Source: an optimization exercise on an open RTL-to-GDS flow (aim: small area, a short achievable clock period and few clock cycles). Production flows keep margins and buffers that such runs may drop. In this exercise RTL edits were held to simulation tests only and were not proved equivalent to the original. Power figures rest on the tool's default switching activity, not on a simulated workload.

Design exec_unit, start of the top module:
module exec_unit (
	input logic clk,
	input logic rst_n,
	input logic in_valid,
	output logic in_ready,
	input exec_pkg::issue_t in,
	output logic out_valid,
	input logic out_ready,
	output exec_pkg::result_t out,
	output logic mem_req_valid,
	output exec_pkg::mem_req_t mem_req,
	input logic mem_req_ready,
	input logic mem_rsp_valid,
	input logic [exec_pkg::xlen-1:0] mem_rdata
);
Size in the first run: roughly 220 flip-flops, ~340 I/O pins.
==> flow/config.mk <==
export PLATFORM = sky130hd
export DESIGN_NAME = exec_unit
export DESIGN_NICKNAME = exec_unit
export VERILOG_FILES = /design/flow/design.v
export SDC_FILE = /design/flow/constraint.sdc
export NUM_CORES = 4
export LEC_CHECK = 0
export CAP_MARGIN = 20
export CORE_MARGIN = 2
export CORE_UTILIZATION = 35
export SETUP_SLACK_MARGIN = 2.5
export SLEW_MARGIN = 20
==> flow/constraint.sdc <==
create_clock -name core_clock -period 6.5 [get_ports {clk}]
set_input_delay 1.3000 -clock core_clock [delete_from_list [all_inputs] [get_ports {clk}]]
set_output_delay 1.3000 -clock core_clock [all_outputs]
set_load 0.01 [all_outputs]
standard.sh (not shown) runs the stock make flow with config.mk's settings and CLKGATE_MAP_FILE= SYNTH_SCRIPT=/design/flow/synth_recipe.tcl, a recipe that flattens the netlist after the stock synthesis.
==> flow/flow/run.sh <==
#!/bin/bash
# Layout: the standard flow (standard.sh, unchanged synthesis and steps),
# except that the port buffers ORFS puts on every input and output are
# sky130_fd_sc_hd__buf_2 cells instead of the clkdlybuf4s50_1 delay cells
# buffer_ports picks on its own. The make output goes to flow_make.log here;
# each tool's own log is under orfs/logs/.
set -euo pipefail
export BUFFER_PORTS_ARGS="-buffer_cell sky130_fd_sc_hd__buf_2"
bash standard.sh > flow_make.log 2>&1
Testbench counts at the start, summed over its fixed seeds: cycles 3,300.
Change:
--- a/flow/flow/run.sh
+++ b/flow/flow/run.sh
@@ -4 +4 @@
-# sky130_fd_sc_hd__buf_2 cells instead of the clkdlybuf4s50_1 delay cells
+# sky130_fd_sc_hd__buf_1 cells instead of the clkdlybuf4s50_1 delay cells
@@ -8 +8 @@
-export BUFFER_PORTS_ARGS="-buffer_cell sky130_fd_sc_hd__buf_2"
+export BUFFER_PORTS_ARGS="-buffer_cell sky130_fd_sc_hd__buf_1"
--- a/flow/config.mk
+++ b/flow/config.mk
@@ -11 +11 @@
-export SETUP_SLACK_MARGIN = 2.5
+export SETUP_SLACK_MARGIN = 2.0
Cell count falls by 0.39%.
Via count hardly moves.
Synthesized cell count is unchanged.
Worst setup slack is worse by 420 ps.
First-iteration DRC count falls by 9.4%.
Critical path depth falls by 4.
Change:
--- a/flow/config.mk
+++ b/flow/config.mk
@@ -11 +11,3 @@
-export SETUP_SLACK_MARGIN = 2.0
+export CTS_BUF_LIST = sky130_fd_sc_hd__clkbuf_8
+export PLACE_DENSITY = 0.75
+export SETUP_SLACK_MARGIN = 2.6
Die area stays the same.
Power came out higher by 1.8%.
Synthesized cell count stays the same.
Clock skew came out higher by 34 ps.
Design area came out higher by 5.4%.
Sequential share of layout area came out lower by 1.2 points.
Routed wire length hardly moves.
Global-route usage came out higher by 0.15 points.
Change:
--- a/flow/config.mk
+++ b/flow/config.mk
@@ -13 +13 @@
-export SETUP_SLACK_MARGIN = 2.6
+export SETUP_SLACK_MARGIN = 2.5
Outcome: Synthesized area is unchanged. Via count is higher by 0.37%. Cell count is lower by 0.50%. Global-route usage is lower by 0.62 points. Combinational power is lower by about 4%. Power is lower by 2.6%. Design area is lower by 2.5%.
Change:
--- a/flow/config.mk
+++ b/flow/config.mk
@@ -12 +12 @@
-export PLACE_DENSITY = 0.75
+export PLACE_DENSITY = 0.85
Effect:
- via count rises slightly
- routed wire length rose slightly
- final cell count hardly moves
- worst setup slack got worse by 100 ps
- area after synthesis does not change
- clock power came out lower by a few percent
- synthesized cell count does not change


## build 19
Starting RTL as in the previous note.
export LEC_CHECK = 0
export CAP_MARGIN = 20
export CORE_MARGIN = 2
export CORE_UTILIZATION = 35
export CTS_BUF_LIST = sky130_fd_sc_hd__clkbuf_8
export SETUP_SLACK_MARGIN = 2.5
export SLEW_MARGIN = 20
create_clock -name core_clock -period 6.5 [get_ports {clk}]
==> flow/flow/run.sh <==
#!/bin/bash
# Layout: the standard flow (standard.sh, unchanged synthesis and steps),
# except that the port buffers ORFS puts on every input and output are
# sky130_fd_sc_hd__buf_1 cells instead of the clkdlybuf4s50_1 delay cells
# buffer_ports picks on its own. The make output goes to flow_make.log here;
# each tool's own log is under orfs/logs/.
set -euo pipefail
export BUFFER_PORTS_ARGS="-buffer_cell sky130_fd_sc_hd__buf_1"
bash standard.sh > flow_make.log 2>&1
Testbench counts of build 19, summed over its fixed seeds: cycles 3,300.
Setup changes, build 19 to build 57
# build 19
export LEC_CHECK = 0
export CAP_MARGIN = 20
export CORE_MARGIN = 2
export CORE_UTILIZATION = 35
export CTS_BUF_LIST = sky130_fd_sc_hd__clkbuf_8
export SETUP_SLACK_MARGIN = 2.5
export SLEW_MARGIN = 20
create_clock -name core_clock -period 6.5 [get_ports {clk}]
# build 57
export LEC_CHECK = 0
export CAP_MARGIN = 20
export CORE_MARGIN = 2
export CORE_UTILIZATION = 35
export SETUP_SLACK_MARGIN = 2.75
export SLEW_MARGIN = 20
create_clock -name core_clock -period 6.5 [get_ports {clk}]
## What came out
Portion of total power attributed to the clock network: lower on build 19. Higher post-cts gate resize count goes to build 57 over build 19. Row count of TritonRoute iterations in the first routing pass: build 57 higher / build 19 lower. Build 19 → build 57: power density over the cells rose 0.51%; hold slack about even; clock tree buffer count of the final layout fell 38%; register fraction of the total cell area fell 1.7 points; maximum frequency rose 1.0%. Diff build 19 -> build 57 | number of DRC violations after detailed-routing iteration 0 | down by a few percent. Higher switching power summed over all nets goes to build 57 over build 19. Row cell area: build 57 higher / build 19 lower.
### build 57 -> build 45
# build 57
export LEC_CHECK = 0
export CAP_MARGIN = 20
export CORE_MARGIN = 2
export CORE_UTILIZATION = 35
export SETUP_SLACK_MARGIN = 2.75
export SLEW_MARGIN = 20
create_clock -name core_clock -period 6.5 [get_ports {clk}]
# build 45
export LEC_CHECK = 0
export CAP_MARGIN = 20
export CORE_MARGIN = 2
export CORE_UTILIZATION = 40
export CTS_BUF_LIST = sky130_fd_sc_hd__clkbuf_8
export PLACE_DENSITY = 0.75
export SETUP_SLACK_MARGIN = 2.5
export SLEW_MARGIN = 20
create_clock -name core_clock -period 6.5 [get_ports {clk}]
--- outcome ---
Build 45 leaves less setup margin than build 57.
Build 45: share of post-route cells with drive strength above 1 7.8 points below build 57
Utilization delta for build 45 relative to build 57: 2.4 points higher
Diff build 45 and build 57: post-route cell area higher in build 57
Input changes introduced in build 59 (baseline for comparison: build 45):
# build 45
export LEC_CHECK = 0
export CAP_MARGIN = 20
export CORE_MARGIN = 2
export CORE_UTILIZATION = 40
export CTS_BUF_LIST = sky130_fd_sc_hd__clkbuf_8
export PLACE_DENSITY = 0.75
export SETUP_SLACK_MARGIN = 2.5
export SLEW_MARGIN = 20
create_clock -name core_clock -period 6.5 [get_ports {clk}]
# build 59
export LEC_CHECK = 0
export CAP_MARGIN = 20
export CORE_MARGIN = 2
export CORE_UTILIZATION = 35
export SETUP_SLACK_MARGIN = 2.0
export SLEW_MARGIN = 20
create_clock -name core_clock -period 6.5 [get_ports {clk}]
==> flow/flow/run.sh <==
#!/bin/bash
# Layout: the standard flow (standard.sh, unchanged synthesis and steps),
# except that the port buffers ORFS puts on every input and output are
# sky130_fd_sc_hd__buf_2 cells instead of the clkdlybuf4s50_1 delay cells
# buffer_ports picks on its own. The make output goes to flow_make.log here;
# each tool's own log is under orfs/logs/.
set -euo pipefail
export BUFFER_PORTS_ARGS="-buffer_cell sky130_fd_sc_hd__buf_2"
bash standard.sh > flow_make.log 2>&1
Side by side, non-clock buffer count turned out lower in build 59 than in build 45. When build 59 is set beside build 45, its net load switching power turns out to be about 0.8% smaller. The final layout from build 59, which completed every stage, passed the timing, design-rule and antenna checks at the end of the flow. Compare build 59 and build 45 | post-route minimum period lower: build 45.
diff inputs: build 59 => build 36
# build 59
export LEC_CHECK = 0
export CAP_MARGIN = 20
export CORE_MARGIN = 2
export CORE_UTILIZATION = 35
export SETUP_SLACK_MARGIN = 2.0
export SLEW_MARGIN = 20
create_clock -name core_clock -period 6.5 [get_ports {clk}]
# build 36
export LEC_CHECK = 0
export CAP_MARGIN = 20
export CORE_MARGIN = 2
export CORE_UTILIZATION = 35
export CTS_BUF_LIST = sky130_fd_sc_hd__clkbuf_4
export SETUP_SLACK_MARGIN = 2.5
export SLEW_MARGIN = 20
create_clock -name core_clock -period 6.5 [get_ports {clk}]
==> flow/flow/run.sh <==
#!/bin/bash
# Layout: the standard flow (standard.sh, unchanged synthesis and steps),
# except that the port buffers ORFS puts on every input and output are
# sky130_fd_sc_hd__buf_1 cells instead of the clkdlybuf4s50_1 delay cells
# buffer_ports picks on its own. The make output goes to flow_make.log here;
# each tool's own log is under orfs/logs/.
set -euo pipefail
export BUFFER_PORTS_ARGS="-buffer_cell sky130_fd_sc_hd__buf_1"
bash standard.sh > flow_make.log 2>&1
Notes after the runs:
Build 36 finished end to end and its layout was clean on timing, DRC and antenna. The capturing element of the worst setup path comes out r_q[30]$_DFFE_PP_ in one run and r_q[28]$_DFFE_PP_ in the other, namely in build 36 and build 59 respectively. ~same sequential power in build 59 and build 36. Number of remaining DRC errors of build 36 is on par with build 59. Total power divided by cell area came out lower on build 36 than on build 59. Build 36 does better than build 59 on shortest period the worst path allows. Number of buffers added for setup after CTS (build 36 over build 59): increase, 8. Final critical-path share of the clock period on build 36 is down relative to build 59. Top achievable clock speed in build 36 is about 10% above build 59. Changes observed in build 36 relative to build 59: total non-filler cell area in the finished layout rose by 0.83%; post-route total power fell by 1.1%; met2 layer usage reported by global route rose by 1.9 points.
Edits applied to the flow inputs when going from build 36 to build 12:
# build 36
export LEC_CHECK = 0
export CAP_MARGIN = 20
export CORE_MARGIN = 2
export CORE_UTILIZATION = 35
export CTS_BUF_LIST = sky130_fd_sc_hd__clkbuf_4
export SETUP_SLACK_MARGIN = 2.5
export SLEW_MARGIN = 20
create_clock -name core_clock -period 6.5 [get_ports {clk}]
# build 12
export LEC_CHECK = 0
export CAP_MARGIN = 20
export CORE_MARGIN = 2
export CORE_UTILIZATION = 35
export CTS_BUF_LIST = sky130_fd_sc_hd__clkbuf_8
export PLACE_DENSITY = 0.75
export SETUP_SLACK_MARGIN = 2.4
export SLEW_MARGIN = 20
create_clock -name core_clock -period 6.5 [get_ports {clk}]
==> summary.txt <==
- Comparing build 36 and build 12, detailed-placement wirelength estimate is higher on build 36.
- Side by side, total stage count of the critical path turned out lower in build 12 than in build 36.
- Switching power on build 12 is ahead of build 36.
- Build 36 reports its origin of the worst setup path as in[145] while build 12 reports in[66].


exec_unit, a different RTL version from the one above (not shown whole).
Size in the first run: ~340 I/O pins, ~0.024 sq mm of cells after synthesis.
Settings: LEC_CHECK=0, CAP_MARGIN=20, CORE_MARGIN=2, CORE_UTILIZATION=35, SLEW_MARGIN=20; clock period 6.5 ns.
==> flow/flow/run.sh <==
#!/bin/bash
# Layout: the standard flow (standard.sh, unchanged synthesis and steps),
# except that the port buffers ORFS puts on every input and output are
# sky130_fd_sc_hd__buf_2 cells instead of the clkdlybuf4s50_1 delay cells
# buffer_ports picks on its own. The make output goes to flow_make.log here;
# each tool's own log is under orfs/logs/.
set -euo pipefail
export BUFFER_PORTS_ARGS="-buffer_cell sky130_fd_sc_hd__buf_2"
bash standard.sh > flow_make.log 2>&1
The baseline ran to the end with no violations.
Testbench counts at the start, summed over its fixed seeds: cycles 3,300.
==> next run, changes <==
--- a/flow/config.mk
+++ b/flow/config.mk
@@ -10,0 +11 @@
+export SETUP_SLACK_MARGIN = 1.5
The new run finished with timing, DRC and antenna clean.
Sequential power hardly moves.
Design area is higher by 1.5%.
Critical path depth drops by 1.
Via count came out higher by 1.4%.


== orange ==
exec_unit, a different RTL version from the one above (not shown whole).
For scale: ~220 flip-flops, roughly 340 I/O pins, roughly 23000 um2 of cells after synthesis.
## exec_unit
module exec_unit (
	input logic clk,
	input logic rst_n,
	input logic in_valid,
	output logic in_ready,
	input exec_pkg::issue_t in,
	output logic out_valid,
	input logic out_ready,
	output exec_pkg::result_t out,
	output logic mem_req_valid,
	output exec_pkg::mem_req_t mem_req,
	input logic mem_req_ready,
	input logic mem_rsp_valid,
	input logic [exec_pkg::xlen-1:0] mem_rdata
);
Settings: LEC_CHECK=0, CAP_MARGIN=20, CORE_MARGIN=2, CORE_UTILIZATION=50, SETUP_SLACK_MARGIN=2.0, SLEW_MARGIN=20; clock period 6.5 ns.
Scripts as last shown in full above: flow/flow/run.sh
Every stage of the flow completed for orange, and the final layout passed the timing, design-rule and antenna checks.
Testbench counts of orange, summed over its fixed seeds: cycles 3,300.
For red, these inputs were changed with respect to orange:
# orange
export LEC_CHECK = 0
export CAP_MARGIN = 20
export CORE_MARGIN = 2
export CORE_UTILIZATION = 50
export SETUP_SLACK_MARGIN = 2.0
export SLEW_MARGIN = 20
create_clock -name core_clock -period 6.5 [get_ports {clk}]
# red
export LEC_CHECK = 0
export CAP_MARGIN = 20
export CORE_MARGIN = 2
export CORE_UTILIZATION = 50
export SETUP_SLACK_MARGIN = 3.0
export SLEW_MARGIN = 20
export TNS_END_PERCENT = 20
create_clock -name core_clock -period 6.5 [get_ports {clk}]
Results
The setup slack of red is larger than that of orange. Power: red and orange compared, higher one is red. Number of buffers added by the clock tree synthesis step: red and orange compared, lower one is orange. Total length of routed wires (red vs. orange) decreases slightly. red vs. orange: upper clock frequency limit grew by 6.9%, share of total power in combinational logic grew by 5.0 points, fraction of standard cell area that is sequential shrank by 2.3 points, cell area grew by about 11%.

-- what the ideal ports hide --
The flow's constraints put no driver on any port. The routed layouts listed below were extracted and timed again, unchanged, in two steps. Step 1, drivers: a clkbuf_16 drives clk and a buf_2 each remaining input, both assumed. Step 2 moves the port delays by t, midway between the first and last clock arrival at a register: inputs arrive t later, outputs are due t later. That takes back most of the time a late clock gives input paths. Three values: no drivers, after step 1, after step 2; two values: the first two.
run	t (ns)	slack for setup (ns)	worst register clock-pin slew, ns	cell pins on the clock port's net
the first run of note 1	0.617	2.511 / 2.347 / 1.730	0.07 / 0.07	1
the second run of note 1	0.614	2.088 / 2.068 / 1.454	0.07 / 0.07	1
the third run of note 1	0.665	2.488 / 2.353 / 1.688	0.07 / 0.07	1
the fourth run of note 1	0.673	2.497 / 2.475 / 1.802	0.07 / 0.07	1
the fifth run of note 1	0.644	2.394 / 2.433 / 1.789	0.07 / 0.07	1
build 19	0.658	2.459 / 2.444 / 1.786	0.08 / 0.08	1
build 57	0.611	2.500 / 2.443 / 1.833	0.07 / 0.07	1
build 45	0.615	2.442 / 2.394 / 1.779	0.07 / 0.07	1
build 59	0.611	2.047 / 2.019 / 1.420	0.08 / 0.08	1
build 36	0.855	2.460 / 2.358 / 1.503	0.09 / 0.09	1
build 12	0.635	2.406 / 2.430 / 1.806	0.08 / 0.08	1
the first run of note 3	0.599	1.018 / 1.052 / 0.453	0.07 / 0.07	1
the second run of note 3	0.595	1.449 / 1.489 / 0.894	0.07 / 0.07	1
orange	0.596	1.929 / 1.950 / 1.354	0.08 / 0.08	1
red	0.572	2.225 / 2.240 / 1.668	0.07 / 0.07	1
After both steps setup and hold are still met in every run listed. For build 36, which loses most, drivers alone change the setup slack by -0.102 ns; drivers and shift together by -0.957 ns.
